This design comes from an exercise in tuning for small area on the open sky130 flow, not from production work. Where RTL was checked, it was by simulation tests only, not by an equivalence proof against the original.

## delta
==> flow/design.v <==
package fifo_pkg;
  typedef logic [32-1:0] data_t;
  typedef logic [$clog2(16):0] count_t;
endpackage
package ntrpt_pkg;
  typedef logic [16-1:0] cause_t;
endpackage
module occupancy_counter (
  input  logic             clk,
  input  logic             reset,
  input  logic             push,
  input  logic             pop,
  output fifo_pkg::count_t count,
  output logic             push_ok,
  output logic             pop_ok
);
  logic is_full;
  logic is_empty;
  assign is_full  = (count == fifo_pkg::count_t'(16));
  assign is_empty = (count == '0);
  assign push_ok = push && (!is_full || (pop && !is_empty));
  assign pop_ok  = pop && !is_empty;
  logic up;
  logic down;
  assign up   = push_ok && !pop_ok;
  assign down = pop_ok && !push_ok;
  always_ff @(posedge clk or posedge reset) begin
    if (reset) begin
      count <= '0;
    end else begin
      count <= count + {{($bits(count)-1){down}}, up || down};
    end
  end
endmodule
module entry_shift_store (
  input  logic             clk,
  input  logic             reset,
  input  logic             push_ok,
  input  logic             pop_ok,
  input  fifo_pkg::data_t  din,
  input  fifo_pkg::count_t count,
  output fifo_pkg::data_t [16-1:0] entries
);
  always_ff @(posedge clk) begin
    if (push_ok) begin
      entries <= {entries[16-2:0], din};
    end
  end
endmodule
module head_select_match (
  input  logic             clk,
  input  logic             reset,
  input  logic             push_ok,
  input  logic             pop_ok,
  input  fifo_pkg::data_t  din,
  input  fifo_pkg::data_t [16-1:0] entries,
  input  fifo_pkg::count_t count,
  output fifo_pkg::data_t  dout,
  output logic             pndng,
  output logic             full,
  output logic             mtip
);
  fifo_pkg::data_t  head_word;
  fifo_pkg::count_t hits;
  logic             hit_in;
  logic             hit_out;
  logic [16-1:0] head_sel;
  always_comb begin
    for (int k = 0; k < 16; k++) begin
      head_sel[k] = (count == fifo_pkg::count_t'(k + 1));
    end
  end
  head_mux mux_i (
    .sel     (head_sel),
    .entries (entries),
    .word    (head_word)
  );
  assign hit_in  = (ntrpt_pkg::cause_t'(din) == ntrpt_pkg::cause_t'(16'h0080));
  assign hit_out = (ntrpt_pkg::cause_t'(head_word) == ntrpt_pkg::cause_t'(16'h0080));
  logic hit_up;
  logic hit_down;
  assign hit_up   = push_ok && hit_in && !(pop_ok && hit_out);
  assign hit_down = pop_ok && hit_out && !(push_ok && hit_in);
  always_ff @(posedge clk or posedge reset) begin
    if (reset) begin
      hits <= '0;
    end else begin
      hits <= hits + {{($bits(hits)-1){hit_down}}, hit_up || hit_down};
    end
  end
  assign dout  = head_word;
  assign pndng = (count != '0);
  assign full  = (count == fifo_pkg::count_t'(16));
  assign mtip  = (hits != '0);
endmodule
module head_mux (
  input  logic [16-1:0]            sel,
  input  fifo_pkg::data_t [16-1:0] entries,
  output fifo_pkg::data_t                   word
);
  localparam int NG = (16 + 2) / 3;
  fifo_pkg::data_t [NG-1:0] part_n;
  genvar g;
  generate
    for (g = 0; g < NG; g = g + 1) begin : g_grp
      if (3 * g + 2 < 16) begin : g_three
        sel3_nor grp_i (
          .sel (sel[3*g+2:3*g]),
          .a   (entries[3*g]),
          .b   (entries[3*g+1]),
          .c   (entries[3*g+2]),
          .y_n (part_n[g])
        );
      end else begin : g_rest
        always_comb begin
          part_n[g] = '1;
          for (int k = 3 * g; k < 16; k++) begin
            part_n[g] = part_n[g] & ~({32{sel[k]}} & entries[k]);
          end
        end
      end
    end
  endgenerate
  always_comb begin
    word = '0;
    for (int k = 0; k < NG; k++) begin
      word = word | ~part_n[k];
    end
  end
endmodule
module sel3_nor (
  input  logic [2:0]      sel,
  input  fifo_pkg::data_t a,
  input  fifo_pkg::data_t b,
  input  fifo_pkg::data_t c,
  output fifo_pkg::data_t y_n
);
  assign y_n = ~(({32{sel[0]}} & a) |
                 ({32{sel[1]}} & b) |
                 ({32{sel[2]}} & c));
endmodule
module ntrpt_cam_fifo (
  input  logic            clk,
  input  logic            reset,
  input  logic            push,
  input  logic            pop,
  input  fifo_pkg::data_t din,
  output fifo_pkg::data_t dout,
  output logic            pndng,
  output logic            full,
  output logic            mtip
);
  fifo_pkg::count_t count;
  logic             push_ok;
  logic             pop_ok;
  fifo_pkg::data_t [16-1:0] entries;
  occupancy_counter occupancy_i (
    .clk     (clk),
    .reset   (reset),
    .push    (push),
    .pop     (pop),
    .count   (count),
    .push_ok (push_ok),
    .pop_ok  (pop_ok)
  );
  entry_shift_store store_i (
    .clk     (clk),
    .reset   (reset),
    .push_ok (push_ok),
    .pop_ok  (pop_ok),
    .din     (din),
    .count   (count),
    .entries (entries)
  );
  head_select_match select_i (
    .clk     (clk),
    .reset   (reset),
    .push_ok (push_ok),
    .pop_ok  (pop_ok),
    .din     (din),
    .entries (entries),
    .count   (count),
    .dout    (dout),
    .pndng   (pndng),
    .full    (full),
    .mtip    (mtip)
  );
endmodule
Settings: LEC_CHECK=0, CAP_MARGIN=20, CORE_MARGIN=2, CORE_UTILIZATION=70, SLEW_MARGIN=20, SYNTH_HIERARCHICAL=1; clock period 7.0 ns.
standard.sh (not shown) runs the stock make flow with config.mk's settings and CLKGATE_MAP_FILE= SYNTH_SCRIPT=/design/flow/synth_recipe.tcl, a recipe that flattens the netlist after the stock synthesis.
==> flow/flow/run.sh <==
#!/bin/bash
# Standard ORFS layout, with two changes: the port buffers are the
# smallest buffer cell, and clock-tree synthesis uses clkbuf_8 clusters
# without dummy loads. The make output goes to flow_make.log here; each
# ORFS step also keeps its own log under orfs/logs/.
set -euo pipefail
export BUFFER_PORTS_ARGS="-buffer_cell sky130_fd_sc_hd__buf_1"
export CTS_ARGS="-sink_clustering_enable -repair_clock_nets -dont_use_dummy_load -buf_list sky130_fd_sc_hd__clkbuf_8 -sink_clustering_size 18 -sink_clustering_max_diameter 50"
bash standard.sh finish > flow_make.log 2>&1
Changes in beta relative to delta:
--- a/flow/design.v
+++ b/flow/design.v
@@ -15,11 +15,11 @@
   output logic             pop_ok
 );
   logic is_full;
   logic is_empty;
-  assign is_full  = (count == fifo_pkg::count_t'(16));
+  assign is_full  = count[$clog2(16)];
   assign is_empty = (count == '0);
-  assign push_ok = push && (!is_full || (pop && !is_empty));
+  assign push_ok = push && (!is_full || pop);
   assign pop_ok  = pop && !is_empty;
   logic up;
   logic down;
   assign up   = push_ok && !pop_ok;
@@ -27,9 +27,9 @@
   always_ff @(posedge clk or posedge reset) begin
     if (reset) begin
       count <= '0;
     end else begin
-      count <= count + {{($bits(count)-1){down}}, up || down};
+      count <= count + {{$clog2(16){down}}, up || down};
     end
   end
 endmodule
 module entry_shift_store (
@@ -65,11 +65,12 @@
   logic             hit_in;
   logic             hit_out;
   logic [16-1:0] head_sel;
   always_comb begin
-    for (int k = 0; k < 16; k++) begin
-      head_sel[k] = (count == fifo_pkg::count_t'(k + 1));
+    for (int k = 0; k < 16 - 1; k++) begin
+      head_sel[k] = (count[$clog2(16)-1:0] == ($clog2(16))'(k + 1));
     end
+    head_sel[16-1] = count[$clog2(16)];
   end
   head_mux mux_i (
     .sel     (head_sel),
     .entries (entries),
@@ -84,14 +85,14 @@
   always_ff @(posedge clk or posedge reset) begin
     if (reset) begin
       hits <= '0;
     end else begin
-      hits <= hits + {{($bits(hits)-1){hit_down}}, hit_up || hit_down};
+      hits <= hits + {{$clog2(16){hit_down}}, hit_up || hit_down};
     end
   end
   assign dout  = head_word;
   assign pndng = (count != '0);
-  assign full  = (count == fifo_pkg::count_t'(16));
+  assign full  = count[$clog2(16)];
   assign mtip  = (hits != '0);
 endmodule
 module head_mux (
   input  logic [16-1:0]            sel,
beta and delta ended up with nearly the same signed area change from the synthesized netlist to the final layout. Diff beta and delta: final cycle utilization of the critical path higher in delta. There was hardly any difference in sequential cell count between beta and delta. Status: cell count parity (delta, beta). | achievable clock frequency | beta vs delta | better |.
The RTL of delta was laid out without a check of its function.

## separate check: timing with driven ports
No port has a modelled driver above. Below, the same layouts with a new extraction and two added sets of constraints.
Step 1 assumes that a clkbuf_16 drives the clock port and a buf_2 every other input.
Step 2 times the ports against the registers' clock, not the clock port: input delays grow and output delays shrink by t, the midpoint of the rising clock arrivals with the driver on.
a / b / c = no drivers / after step 1 / after step 2; a / b = the first two.
| run | t (ns) | slack for setup (ns) | latest minus earliest clock arrival (ns) | slew at the worst register clock pin (ns) | worst data-port slew with drivers (ns) |
|---|---|---|---|---|---|
| delta | 0.595 | 1.992 / 1.992 / 1.992 | 0.056 / 0.056 | 0.11 / 0.11 | 0.04 |
| beta | 0.595 | 2.264 / 2.264 / 2.264 | 0.053 / 0.053 | 0.11 / 0.11 | 0.04 |
After both steps every run listed still meets setup and hold.
